From an optimization exercise on the open Yosys and OpenROAD flow, aimed at small area, a short achievable clock period and few clock cycles per item; shortcuts taken in it are not production practice.
No functional check of the RTL was part of any run shown here.
Power figures rest on the tool's default switching activity, not on a simulated workload.

File: flow/run.sh
#!/bin/bash
# synth_recipe.tcl (not shown) runs the flow's synth.tcl, then flattens the netlist and writes it again
# the make line also repeats each setting of config.mk as NAME=value (left out here)
make -C /OpenROAD-flow-scripts/flow DESIGN_CONFIG=/design/flow/config.mk WORK_HOME=/design/flow/orfs CLKGATE_MAP_FILE= SYNTH_SCRIPT=/design/flow/synth_recipe.tcl finish
File: flow/config.mk
export PLATFORM = sky130hd
export DESIGN_NAME = longest_job_first_scheduler
export DESIGN_NICKNAME = longest_job_first_scheduler
export VERILOG_FILES = /design/flow/design.v
export SDC_FILE = /design/flow/constraint.sdc
export NUM_CORES = 4
export LEC_CHECK = 0
export CAP_MARGIN = 20
export CORE_MARGIN = 4
export CORE_UTILIZATION = 40
export SLEW_MARGIN = 20
File: flow/constraint.sdc
create_clock -name core_clock -period 5.5 [get_ports {i_clk}]
set_input_delay 1.1000 -clock core_clock [delete_from_list [all_inputs] [get_ports {i_clk}]]
set_output_delay 1.1000 -clock core_clock [all_outputs]
set_load 0.01 [all_outputs]
File: flow/design.v
`timescale 1ns / 1ps
package ljf_pkg;
    localparam int IDENT_W     = 8;
    localparam int LEN_W       = 16;
    localparam int TICK_W      = 16;
    localparam int COUNT_OUT_W = 5;
    localparam int QUEUE_DEPTH = 16;
    localparam logic OP_ARRIVE = 1'b0;
    localparam logic OP_TICK   = 1'b1;
    typedef struct packed {
        logic               valid;
        logic [IDENT_W-1:0] ident;
        logic [LEN_W-1:0]   length;
        logic [TICK_W-1:0]  arrival;
    } t_entry;
    typedef struct packed {
        logic insert;
        logic pop;
    } t_cell_cmd;
endpackage
`timescale 1ns / 1ps
module ljf_cell (
    input  logic               i_clk,
    input  logic               i_rst_n,
    input  ljf_pkg::t_cell_cmd i_cmd,
    input  ljf_pkg::t_entry    i_new,
    input  logic [ljf_pkg::LEN_W-1:0] i_new_len_n,   
    input  ljf_pkg::t_entry    i_prev,
    input  logic               i_prev_keep,
    input  ljf_pkg::t_entry    i_next,
    output ljf_pkg::t_entry    o_entry,
    output logic               o_keep
);
    localparam int LW = ljf_pkg::LEN_W;
    localparam int EW = 1 + ljf_pkg::IDENT_W + ljf_pkg::LEN_W + ljf_pkg::TICK_W;
    ljf_pkg::t_entry r_entry;
    ljf_pkg::t_entry n_entry;
    function automatic logic gt_tree(input logic [LW-1:0] a, input logic [LW-1:0] bn);
        logic [LW-1:0] g;
        logic [LW-1:0] p;
        g = a & bn;
        p = a | bn;
        for (int w = 1; w < LW; w = w * 2) begin
            for (int i = 0; i < LW; i += 2 * w) begin
                g[i + 2*w - 1] = g[i + 2*w - 1] | (p[i + 2*w - 1] & g[i + w - 1]);
                p[i + 2*w - 1] = p[i + 2*w - 1] & p[i + w - 1];
            end
        end
        gt_tree = g[LW-1];
    endfunction
    assign o_keep  = r_entry.valid && gt_tree(r_entry.length, i_new_len_n);
    assign o_entry = r_entry;
    logic s_next, s_prev, s_new, s_hold;
    assign s_next = i_cmd.pop;
    assign s_prev = i_cmd.insert && !i_prev_keep;
    assign s_new  = i_cmd.insert && i_prev_keep && !o_keep;
    assign s_hold = !(s_next || s_prev || s_new);
    assign n_entry = ({EW{s_next}} & i_next)
                   | ({EW{s_prev}} & i_prev)
                   | ({EW{s_new}}  & i_new)
                   | ({EW{s_hold}} & r_entry);
    always_ff @(posedge i_clk) begin
        if (!i_rst_n) begin
            r_entry.valid <= 1'b0;
        end else begin
            r_entry.valid <= n_entry.valid;
        end
        r_entry.ident   <= n_entry.ident;
        r_entry.length  <= n_entry.length;
        r_entry.arrival <= n_entry.arrival;
    end
endmodule
`timescale 1ns / 1ps
module ljf_chain #(
    parameter int DEPTH = ljf_pkg::QUEUE_DEPTH
) (
    input  logic               i_clk,
    input  logic               i_rst_n,
    input  ljf_pkg::t_cell_cmd i_cmd,
    input  ljf_pkg::t_entry    i_new,
    input  logic [ljf_pkg::LEN_W-1:0] i_new_len_n,
    output ljf_pkg::t_entry    o_head,
    output logic               o_full
);
    localparam int EW = 1 + ljf_pkg::IDENT_W + ljf_pkg::LEN_W + ljf_pkg::TICK_W;
    logic [DEPTH*EW-1:0] w_entry;
    logic [DEPTH-1:0]    w_keep;
    for (genvar g = 0; g < DEPTH; g++) begin : g_cell
        ljf_pkg::t_entry w_prev;
        ljf_pkg::t_entry w_next;
        logic            w_prev_keep;
        if (g == 0) begin : g_first
            assign w_prev      = '0;
            assign w_prev_keep = 1'b1;
        end else begin : g_mid
            assign w_prev      = w_entry[(g-1)*EW +: EW];
            assign w_prev_keep = w_keep[g-1];
        end
        if (g == DEPTH - 1) begin : g_last
            assign w_next = '0;
        end else begin : g_inner
            assign w_next = w_entry[(g+1)*EW +: EW];
        end
        ljf_cell u_cell (
            .i_clk       (i_clk),
            .i_rst_n     (i_rst_n),
            .i_cmd       (i_cmd),
            .i_new       (i_new),
            .i_new_len_n (i_new_len_n),
            .i_prev      (w_prev),
            .i_prev_keep (w_prev_keep),
            .i_next      (w_next),
            .o_entry     (w_entry[g*EW +: EW]),
            .o_keep      (w_keep[g])
        );
    end
    ljf_pkg::t_entry w_last;
    assign o_head = w_entry[0 +: EW];
    assign w_last = w_entry[(DEPTH-1)*EW +: EW];
    assign o_full = w_last.valid;
endmodule
`timescale 1ns / 1ps
module longest_job_first_scheduler #(
    parameter int QUEUE_DEPTH = ljf_pkg::QUEUE_DEPTH
) (
    input  logic                              i_clk,
    input  logic                              i_rst_n,
    input  logic                              i_in_valid,
    output logic                              o_in_stall,
    input  logic                              i_operation,
    input  logic [ljf_pkg::IDENT_W-1:0]       i_job_ident,
    input  logic [ljf_pkg::LEN_W-1:0]         i_job_length,
    output logic                              o_out_valid,
    input  logic                              i_out_stall,
    output logic                              o_accepted,
    output logic                              o_dispatch_valid,
    output logic [ljf_pkg::IDENT_W-1:0]       o_dispatch_ident,
    output logic [ljf_pkg::TICK_W-1:0]        o_dispatch_wait,
    output logic                              o_finish_valid,
    output logic [ljf_pkg::IDENT_W-1:0]       o_finish_ident,
    output logic                              o_server_busy,
    output logic [ljf_pkg::COUNT_OUT_W-1:0]   o_waiting_count
);
    localparam int CNT_W = $clog2(QUEUE_DEPTH + 1);
    localparam int IW    = ljf_pkg::IDENT_W;
    localparam int LW    = ljf_pkg::LEN_W;
    localparam int TW    = ljf_pkg::TICK_W;
    localparam int CW    = ljf_pkg::COUNT_OUT_W;
    localparam int RW = 1 + 1 + IW + TW + 1 + IW + 1 + CW;
    logic                 r_a_valid;
    logic                 r_a_tick;
    logic                 r_a_lenok;
    logic [IW-1:0]        r_a_ident;
    logic [LW-1:0]        r_a_len_n;     
    logic [TW-1:0]        r_tick;
    logic                 r_run_flag;
    logic                 r_run_zero;    
    logic                 r_run_free;    
    logic [IW-1:0]        r_run_ident;
    logic [LW-1:0]        r_run_left;
    logic [CNT_W-1:0]     r_count;
    logic                 n_run_flag;
    logic                 n_run_zero;
    logic [IW-1:0]        n_run_ident;
    logic [LW-1:0]        n_run_left;
    logic [CNT_W-1:0]     n_count;
    logic                 r_out_valid;
    logic [RW-1:0]        r_out0;
    logic                 r_out1_valid;
    logic [RW-1:0]        r_out1;
    logic                 w_go;
    logic                 w_take;
    logic                 w_out_take;
    logic                 w_out0_load;
    logic                 w_insert;
    logic                 w_finish;
    logic                 w_dispatch;
    logic                 w_full;
    logic [LW-1:0]        w_a_len;
    logic [RW-1:0]        w_result;
    ljf_pkg::t_entry      w_head;
    ljf_pkg::t_entry      w_new;
    ljf_pkg::t_cell_cmd   w_cmd;
    assign w_go        = r_a_valid && !r_out1_valid;
    assign o_in_stall  = r_a_valid && r_out1_valid;
    assign w_take      = i_in_valid && !o_in_stall;
    assign w_out_take  = r_out_valid && !i_out_stall;
    assign w_out0_load = !r_out_valid || w_out_take;
    assign w_a_len    = ~r_a_len_n;
    assign w_insert   = w_go && !r_a_tick && !w_full && r_a_lenok;
    assign w_finish   = w_go && r_a_tick && r_run_flag && r_run_zero;
    assign w_dispatch = w_go && r_a_tick && r_run_free && w_head.valid;
    assign w_new.valid   = 1'b1;
    assign w_new.ident   = r_a_ident;
    assign w_new.length  = w_a_len;
    assign w_new.arrival = r_tick;
    assign w_cmd.insert = w_insert;
    assign w_cmd.pop    = w_dispatch;
    ljf_chain #(
        .DEPTH (QUEUE_DEPTH)
    ) u_chain (
        .i_clk       (i_clk),
        .i_rst_n     (i_rst_n),
        .i_cmd       (w_cmd),
        .i_new       (w_new),
        .i_new_len_n (r_a_len_n),
        .o_head      (w_head),
        .o_full      (w_full)
    );
    always_comb begin
        n_run_flag  = r_run_flag;
        n_run_zero  = r_run_zero;
        n_run_ident = r_run_ident;
        n_run_left  = r_run_left;
        n_count     = r_count;
        if (w_insert) begin
            n_count = r_count + CNT_W'(1);
        end
        if (w_go && r_a_tick) begin
            if (w_dispatch) begin
                n_run_flag  = 1'b1;
                n_run_ident = w_head.ident;
                n_run_left  = w_head.length - LW'(1);
                n_run_zero  = (w_head.length == LW'(1));
                n_count     = r_count - CNT_W'(1);
            end else if (w_finish) begin
                n_run_flag = 1'b0;
            end else if (r_run_flag) begin
                n_run_left = r_run_left - LW'(1);
                n_run_zero = (r_run_left == LW'(1));
            end
        end
    end
    assign w_result = {w_insert,
                       w_dispatch,
                       w_dispatch ? w_head.ident : IW'(0),
                       w_dispatch ? (r_tick - w_head.arrival) : TW'(0),
                       w_finish,
                       w_finish ? r_run_ident : IW'(0),
                       n_run_flag,
                       CW'(n_count)};
    always_ff @(posedge i_clk) begin
        if (!i_rst_n) begin
            r_a_valid    <= 1'b0;
            r_out_valid  <= 1'b0;
            r_out1_valid <= 1'b0;
            r_tick       <= '0;
            r_run_flag   <= 1'b0;
            r_run_zero   <= 1'b0;
            r_run_free   <= 1'b1;
            r_count      <= '0;
        end else begin
            r_a_valid    <= w_take || (r_a_valid && !w_go);
            r_out_valid  <= r_out1_valid || w_go || !w_out0_load;
            r_out1_valid <= (r_out1_valid || w_go) && !w_out0_load;
            if (w_go && r_a_tick) begin
                r_tick <= r_tick + TW'(1);
            end
            r_run_flag  <= n_run_flag;
            r_run_zero  <= n_run_zero;
            r_run_free  <= !n_run_flag || n_run_zero;
            r_count     <= n_count;
        end
    end
    always_ff @(posedge i_clk) begin
        r_run_ident <= n_run_ident;
        r_run_left  <= n_run_left;
        if (w_take) begin
            r_a_tick  <= (i_operation == ljf_pkg::OP_TICK);
            r_a_lenok <= (i_job_length != '0);
            r_a_ident <= i_job_ident;
            r_a_len_n <= ~i_job_length;
        end
        if (w_out0_load) begin
            r_out0 <= r_out1_valid ? r_out1 : w_result;
        end
        if (w_go && !w_out0_load) begin
            r_out1 <= w_result;
        end
    end
    assign o_out_valid = r_out_valid;
    assign {o_accepted,
            o_dispatch_valid,
            o_dispatch_ident,
            o_dispatch_wait,
            o_finish_valid,
            o_finish_ident,
            o_server_busy,
            o_waiting_count} = r_out0;
endmodule
==> impl_metrics.toml, run 1 <==
[run_status]
status = "no timing/DRC/antenna violations"

[clock_network]
htreeDepth = 3
ctsResizeCount = 0
cts_tree = "built"
post_cts_buffers = 0
cts.path.max_buffers = 3
clock_sinks = 815
cts_root_buf = "clkbuf_16"
clk_latency_ns = 0.66
numCtsBuffers = 86
cts-hold-fix-buffers = 0
path_clk_slew_ns = 0.06

[floorplan]
ios = 72
num_rows = 113
coreArea_mm2 = 0.0950
die-area_mm2 = 0.101
initial_core_util_pct = 40.4
die_h_um = 318
fp.dieW_um = 318

[setup_path]
cp.arrival_ns = 4.65
crit_chain = "buf_12, nor2_1, nor2_1, a211o_1, a22o_1, nor2_1, and2_2, and2_1, a221o_1"
end_kind = "flop"
cp.required_ns = 6.08
path_delay_family = "simple AND/OR/NAND/NOR gates"
startpoint_type = "flop"
crit_slowest_cell = "and2_1"
cpPeakStageDelay_ns = 0.90
path_buf_inv = 1
worst_path_most_repeated_cell = "nor2_1"
path_max_fanout = 31
path_class = "reg -> reg"

[sta]
fin_crit_ns = 4.07
fmax_ghz = 0.246
finalCritPeriodShare_pct = 74.0
setup-violations-final = 0
drv_slew = 0
rsz0062_at_grt = "false"
tightest_slew_ns = 1.06
slew-limit-headroom_pct = 29.5
finalClockSkew_ns = 0.0244
hold_viol = 0
tns_ns = 0

[logic_synthesis]
avgSynthCellArea_um2 = 9.28
yosysTopAreaCellShare_pct = 35.7
syn-cell-area_mm2 = 0.0383
yosysUniqueCellTypes = 85
synth.largest_area_cell = "dfxtp_1"
synthesis.nets = 4182
ys_seq_elements = 815
ys.warnings.count = 2
yosysSeqAreaShare_pct = 46.0
synth_cells = 4130
synthArstFlopShare_pct = 0
synth_edf_count = 132
synth_ff_type = "dfxtp_1"
synth_area_leaders = "dfxtp_1, edfxtp_1, a221o_1, a222oi_1, nand2_1"

[power_and_ir_drop]
p_int_uw = 11000
switchingPower_uw = 4150
swShare_pct = 27.4
p_leak_uw = 0.0157
vdd_drop_max_mv = 0.224
clkPwrFrac_pct = 40.9
p_per_area_mw_per_mm2 = 354
p_seq_share_pct = 48.9
combPwrFrac_pct = 10.2

[routing]
ant_nets = 0
routed_via_density = 6.34
drt-pass1-iter-count = 7
routed_wl_um = 118000
wl_per_cell_um = 22.3
via_count = 33539
wl_met3_um = 9580
first_iter_violations = 5244
met2_length_um = 51000
drc = 0
m1WireLength_um = 54700
highest_layer = "met5"

[run]
drv_cap = 0

[grt]
grt_max_degree = 167
grt_pass1_wl_um = 187000
groute.usage.overall_pct = 22.2
grt_pass1_vias = 31122
grt_antenna_before_repair = 3
globalRoute.totalOverflow = 0

[placement]
post_dp_cell_area_mm2 = 0.0397
hpwlAfterDp_um = 79200
io_buffers = 71
place.gp.congestion = 0.861

[final_layout]
drive_gt1_share_pct = 7.70
diodes = 0
fin_nets = 4007
finish.instance_area_mm2 = 0.0428
area_growth_pct = 11.5
fin_util_pct = 45.0

[worst_hold_path]
hold_class = "reg -> reg"
## cell usage after synthesis, types with 10 or more instances
| cell | count |
|---|---|
| mux2i_1 | 25 |
| buf_6 | 10 |
| a221o_1 | 280 |
| and3_1 | 24 |
| nand3_1 | 44 |
| o221ai_1 | 29 |
| nor2b_1 | 10 |
| a21o_1 | 37 |
| o31ai_1 | 12 |
| a22o_1 | 200 |
| nor4_1 | 21 |
| nor3_1 | 37 |
| dfxtp_1 | 683 |
| a22oi_1 | 176 |
| and2_1 | 43 |
| o21a_1 | 10 |
| clkbuf_1 | 262 |
| o21ai_0 | 267 |
| nor2_1 | 156 |
| ha_1 | 22 |
| buf_1 | 10 |
| nand2_1 | 562 |
| o211ai_1 | 101 |
| a31oi_1 | 48 |
| xnor2_1 | 28 |
| edfxtp_1 | 132 |
| inv_1 | 165 |
| o22ai_1 | 51 |
| o21ai_1 | 14 |
| a21oi_1 | 150 |
| buf_4 | 27 |
| a211oi_1 | 12 |
| buf_2 | 121 |
| xor2_1 | 25 |
| a222oi_1 | 217 |
## cell families (layout without fill, tap and decap cells)
logic type               after synthesis  after routing  synth area share, %
buffers and inverters                602            499                 6.75
multiplexers                          31             31                0.829
AO/OA/AOI/OAI                       1660           1660                 33.7
adder cells (fa/ha/maj)               27             27                0.878
flip-flops                           815            815                 46.0
XOR/XNOR                              53             53                 1.21
AND/OR/NAND/NOR                      942            942                 10.6
## per-layer routing
| metal | GRT usage, % | vias up |
|---|---|---|
| li1 | - | 15677 |
| met1 | 33.0 | 16167 |
| met2 | 33.7 | 1522 |
| met3 | 3.13 | 171 |
| met4 | 6.03 | 2 |
| met5 | 0 | - |
## sequential cells by signal, summed over array words and instances (netlist names), 5 cells and up
name / flops
r_run_left: 16
r_tick: 16
r_count: 5
r_run_ident: 8
r_a_ident: 8
r_a_len_n: 16
r_out0: 41
r_out1: 41
u_chain.g_cell.u_cell.r_entry: 656
## area by class of cell
class                      count  area [um^2]
clock inverter                49          608
tap                         1265         1580
clock buffer                 111         2400
inverter                     172          653
sequential                   815        17600
multi-input combinational   2713        18400
fill                        8953        52300
timing repair buffer         167         1520
## worst paths after layout
kind	startpoint	end	slack (ns)	cells past startpoint
worst min-delay path	u_chain.g_cell[5].u_cell.r_entry[6]	u_chain.g_cell[5].u_cell.r_entry[6]	0.46	2
worst max-delay path	r_a_len_n[12]	u_chain.g_cell[10].u_cell.r_entry[6]	1.43	9
worst max register to register	r_a_len_n[12]	u_chain.g_cell[10].u_cell.r_entry[6]	1.43	9
worst min register to register	u_chain.g_cell[5].u_cell.r_entry[6]	u_chain.g_cell[5].u_cell.r_entry[6]	0.46	2
## metrics by stage
step / power [uW] / std cells / setup slack, ns / hold WS [ns]
after floorplan: 8400 / 4130 / 2.72 / 0.424
after global placement: 9010 / 5132 / 1.52 / 0.440
after detailed placement: 9030 / 5132 / 1.49 / 0.447
after CTS: 15200 / 5292 / 1.48 / 0.462
after global routing: 15800 / 5292 / 1.26 / 0.475
final: 15100 / 5292 / 1.43 / 0.460
## worst min-delay path, cell delays in order, from the launching register on
cell     delay [ns]
dfxtp_1        0.32
nand2_1        0.06
nand2_1        0.04
## cells in the final DEF (no fill, tap or decap), drive strengths merged, types with 103 or more instances in the layout
master / synthesis / routed
dfxtp: 683 / 683
nand2: 562 / 562
o21ai: 283 / 283
a221o: 280 / 280
a222oi: 217 / 217
a22o: 200 / 200
a22oi: 176 / 176
inv: 171 / 175
nor2: 157 / 157
a21oi: 152 / 152
edfxtp: 132 / 132
clkbuf: 262 / 111
o211ai: 103 / 103
## power groups by stage
stage	Combinational [uW]	Sequential [uW]	Clock, uW
after floorplan	1230	7170	0
after global placement	1510	7490	0
after detailed placement	1540	7490	0
after CTS	1540	7370	6300
after global routing	1730	7480	6540
final	1550	7410	6190
==> inputs of run 2 (changes only) <==
--- a/flow/design.v
+++ b/flow/design.v
@@ -149,2 +149,3 @@
     localparam int RW = 1 + 1 + IW + TW + 1 + IW + 1 + CW;
+    localparam int R1W = 1 + 1 + TW + 1 + IW;
     logic                 r_a_valid;
@@ -169,3 +170,4 @@
     logic                 r_out1_valid;
-    logic [RW-1:0]        r_out1;
+    logic [R1W-1:0]       r_out1;
+    logic [RW-1:0]        w_out1;
     logic                 w_go;
@@ -264,2 +266,10 @@
     end
+    assign w_out1 = {r_out1[R1W-1],
+                     r_out1[R1W-2],
+                     r_out1[R1W-2] ? r_run_ident : IW'(0),
+                     r_out1[R1W-3 -: TW],
+                     r_out1[IW],
+                     r_out1[IW-1:0],
+                     r_run_flag,
+                     CW'(r_count)};
     always_ff @(posedge i_clk) begin
@@ -274,6 +284,6 @@
         if (w_out0_load) begin
-            r_out0 <= r_out1_valid ? r_out1 : w_result;
+            r_out0 <= r_out1_valid ? w_out1 : w_result;
         end
         if (w_go && !w_out0_load) begin
-            r_out1 <= w_result;
+            r_out1 <= {w_result[RW-1 -: 2], w_result[RW-3-IW -: TW + 1 + IW]};
         end
--- a/flow/config.mk
+++ b/flow/config.mk
@@ -10,2 +10,3 @@
 export CORE_UTILIZATION = 40
+export SETUP_SLACK_MARGIN = 2.5
 export SLEW_MARGIN = 20
==> run 2 against run 1 <==
Still clean on timing, DRC and antenna. Sequential share of layout area decreased by 2.2 points. Non-clock buffer count is 98 higher. Register-to-register slack better by 1.1 ns. Global-route usage grew 3.5 points. Worst hold slack got worse by 0.0069 ns. Final cell count rose by 1.5%. Critical path depth grew 1. Die area down 1.6%. First-iteration DRC count is 5.0% higher. Routed wire length grew 15%. Largest cell class unchanged. Highest routed layer unchanged.
==> impl_metrics.toml, run 2 <==
[logic_synthesis]
synthAdderAreaFrac_pct = 0.923
synth-simple-area-share_pct = 10.3
synth_cells = 4094
synth_area_leaders = "dfxtp_1, edfxtp_1, a221o_1, a222oi_1, nand2_1"
ys.warnings.count = 2
yosysTopAreaCellShare_pct = 36.3
yosys.area_share.xor_xnor_pct = 1.30
synth.largest_area_cell = "dfxtp_1"
synthArstFlopShare_pct = 0
synth_top_family_by_area = "compound AO/OA/AOI/OAI gates"
yosysMostFrequentCell = "dfxtp_1"
synth_edf_count = 118
synth_compound_area_share_pct = 34.4
ys_top_cells_by_count = "dfxtp_1, nand2_1, clkbuf_1"
avgSynthCellArea_um2 = 9.21
synth_mux_area_share_pct = 0.0531
synth_ff_type = "dfxtp_1"
ys_seq_elements = 801
syn-cell-area_mm2 = 0.0377
yosysSeqAreaShare_pct = 45.7
yosysUniqueCellTypes = 88
synthesis.nets = 4146

[sta]
fin_crit_ns = 3.01
tightest_slew_ns = 1.08
setup-violations-final = 0
slew-limit-headroom_pct = 27.8
hold_viol = 0
tns_ns = 0
drv_slew = 0
finalCritPeriodShare_pct = 54.8
rsz0062_at_grt = "true"
fmax_ghz = 0.332
finalClockSkew_ns = 0.0381

[routing]
routed_via_density = 6.55
via_count = 35173
wl_per_cell_um = 25.3
first_iter_violations = 5507
ant_nets = 0
routed_wl_um = 136000
drc = 0
drt-pass1-iter-count = 11

[clock_network]
numCtsBuffers = 87
clock_sinks = 801
cts-hold-fix-buffers = 0
clk_latency_ns = 0.67
htreeDepth = 3
cts_tree = "built"
cts.path.max_buffers = 3
path_clk_slew_ns = 0.06
cts_root_buf = "clkbuf_16"

[grt]
grt_antenna_before_repair = 2
grt_pass1_vias = 32519
globalRoute.totalOverflow = 0
grt_pass1_wl_um = 202000
groute.usage.overall_pct = 25.7
grt_max_degree = 190

[floorplan]
initial_core_util_pct = 40.3
ios = 72
fp.dieW_um = 315
die_h_um = 315
coreArea_mm2 = 0.0935
num_rows = 112
die-area_mm2 = 0.0992

[power_and_ir_drop]
p_per_area_mw_per_mm2 = 366
p_leak_uw = 0.0157
vdd_drop_max_mv = 0.238

[final_layout]
largest-register = "u_chain.g_cell.u_cell.r_entry"
area_growth_pct = 17.1
finish.instance_area_mm2 = 0.0441
top_regs = "u_chain.g_cell.u_cell.r_entry x656, r_out0 x41, r_out1 x27"
largest_register_ffs = 656
layout_common_cells = "dfxtp_1, nand2_1, o21ai_0"
drive_gt1_share_pct = 12.2
final_common_cell = "dfxtp_1"
fin_nets = 4099
diodes = 0

[placement]
post_dp_cell_area_mm2 = 0.0392
place.gp.congestion = 0.855
hpwlAfterDp_um = 81400
io_buffers = 71

[run]
drv_cap = 0

[setup_path]
cp.required_ns = 6.02
end_kind = "flop"
cp.arrival_ns = 3.54
path_max_fanout = 40
startpoint_type = "flop"
path_class = "reg -> reg"

[worst_hold_path]
hold_class = "reg -> reg"

[run_status]
status = "no timing/DRC/antenna violations"
[run 2: final cells by class]
type	count	area, um^2
multi-input combinational	2663	18600
sequential	801	17200
inverter	229	920
timing repair buffer	265	2800
tap	1254	1570
clock inverter	41	561
clock buffer	120	2460
fill	8750	49300
[run 2: timing repair]
item / in CTS / in global routing
setup endpoints to repair: 676 / 608
endpoints found under the hold margin: 0 / 0
gates resized for setup: 117 / 82
gates cloned: 14 / 6
pin swaps: 39 / 20
setup buffers: 74 / 28
[run 2: worst paths after layout]
check                                              from                                     to  slack [ns]  depth (start not counted)
setup / recovery                          r_a_len_n[10]   u_chain.g_cell[4].u_cell.r_entry[28]        2.49                         10
hold / removal    u_chain.g_cell[15].u_cell.r_entry[25]  u_chain.g_cell[15].u_cell.r_entry[25]        0.45                          2
setup reg to reg                          r_a_len_n[10]   u_chain.g_cell[4].u_cell.r_entry[28]        2.49                         10
hold reg to reg   u_chain.g_cell[15].u_cell.r_entry[25]  u_chain.g_cell[15].u_cell.r_entry[25]        0.45                          2
[run 2: metal layers]
layer	track usage [%]	routed length, um
met1	35.2	57300
met2	41.1	62100
met3	4.23	11900
met4	9.25	4690
met5	0	13
[run 2: through the flow]
stage                     utilization, %  hold WS [ns]  total power [uW]  worst slack (ns)  instances
after CTS                           46.6         0.458             16100              2.42       5339
after floorplan                        -         0.425              9020              2.78       4094
after global placement              41.9         0.434              9730              1.33       5089
after global routing                47.2         0.478             16800              2.40       5373
final                               47.2         0.453             16200              2.49       5373
after detailed placement            41.9         0.444              9780              1.30       5090
[run 2: report_power, final]
group	internal, uW	total, uW	leakage, uW	switching [uW]
Sequential	6810	7830	0.00677	1020
Combinational	976	2090	0.00741	1110
Clock	3670	6230	0.00148	2560
Total	11500	16200	0.0157	4690
[run 2: cell families after synthesis]
group           after synthesis
buf+inv                     647
fa+ha+maj                    28
mux                           2
xor+xnor                     56
simple gates                900
flops                       801
compound gates             1660
[run 2: critical path, cell delays in order (launching register included)]
cell      delay [ns]
edfxtp_1        0.47
buf_4           0.20
and2_4          0.21
a22o_1          0.23
o21ai_0         0.14
a21boi_2        0.17
buf_4           0.18
o31ai_4         0.36
o21ai_1         0.16
and2_4          0.40
a221o_1         0.37

==> port drivers added, routing unchanged <==
How much do the figures lean on ideal ports? The routed layouts below were timed once more, with nothing changed but the port constraints. Step 1 assumes that a clkbuf_16 drives the clock port and a buf_2 every other input. Step 2, shift: input delay + t, output delay - t, t = (earliest + latest rising clock arrival at the registers) / 2. This alone moves slack from input paths to output paths. Three values: ideal, step 1, step 2; two values: the first two.
run	t (ns)	slack for setup (ns)	slew at the worst register clock pin (ns)	worst data-port slew with drivers (ns)	pins driven straight from the clock port
run 1	0.704	1.429 / 1.429 / 1.429	0.07 / 0.07	0.07	1
run 2	0.716	2.485 / 2.485 / 2.374	0.07 / 0.07	0.05	1
After both steps every run listed still meets setup and hold. For run 2, which loses most, drivers alone change the setup slack by 0.000 ns; drivers and shift together by -0.111 ns.
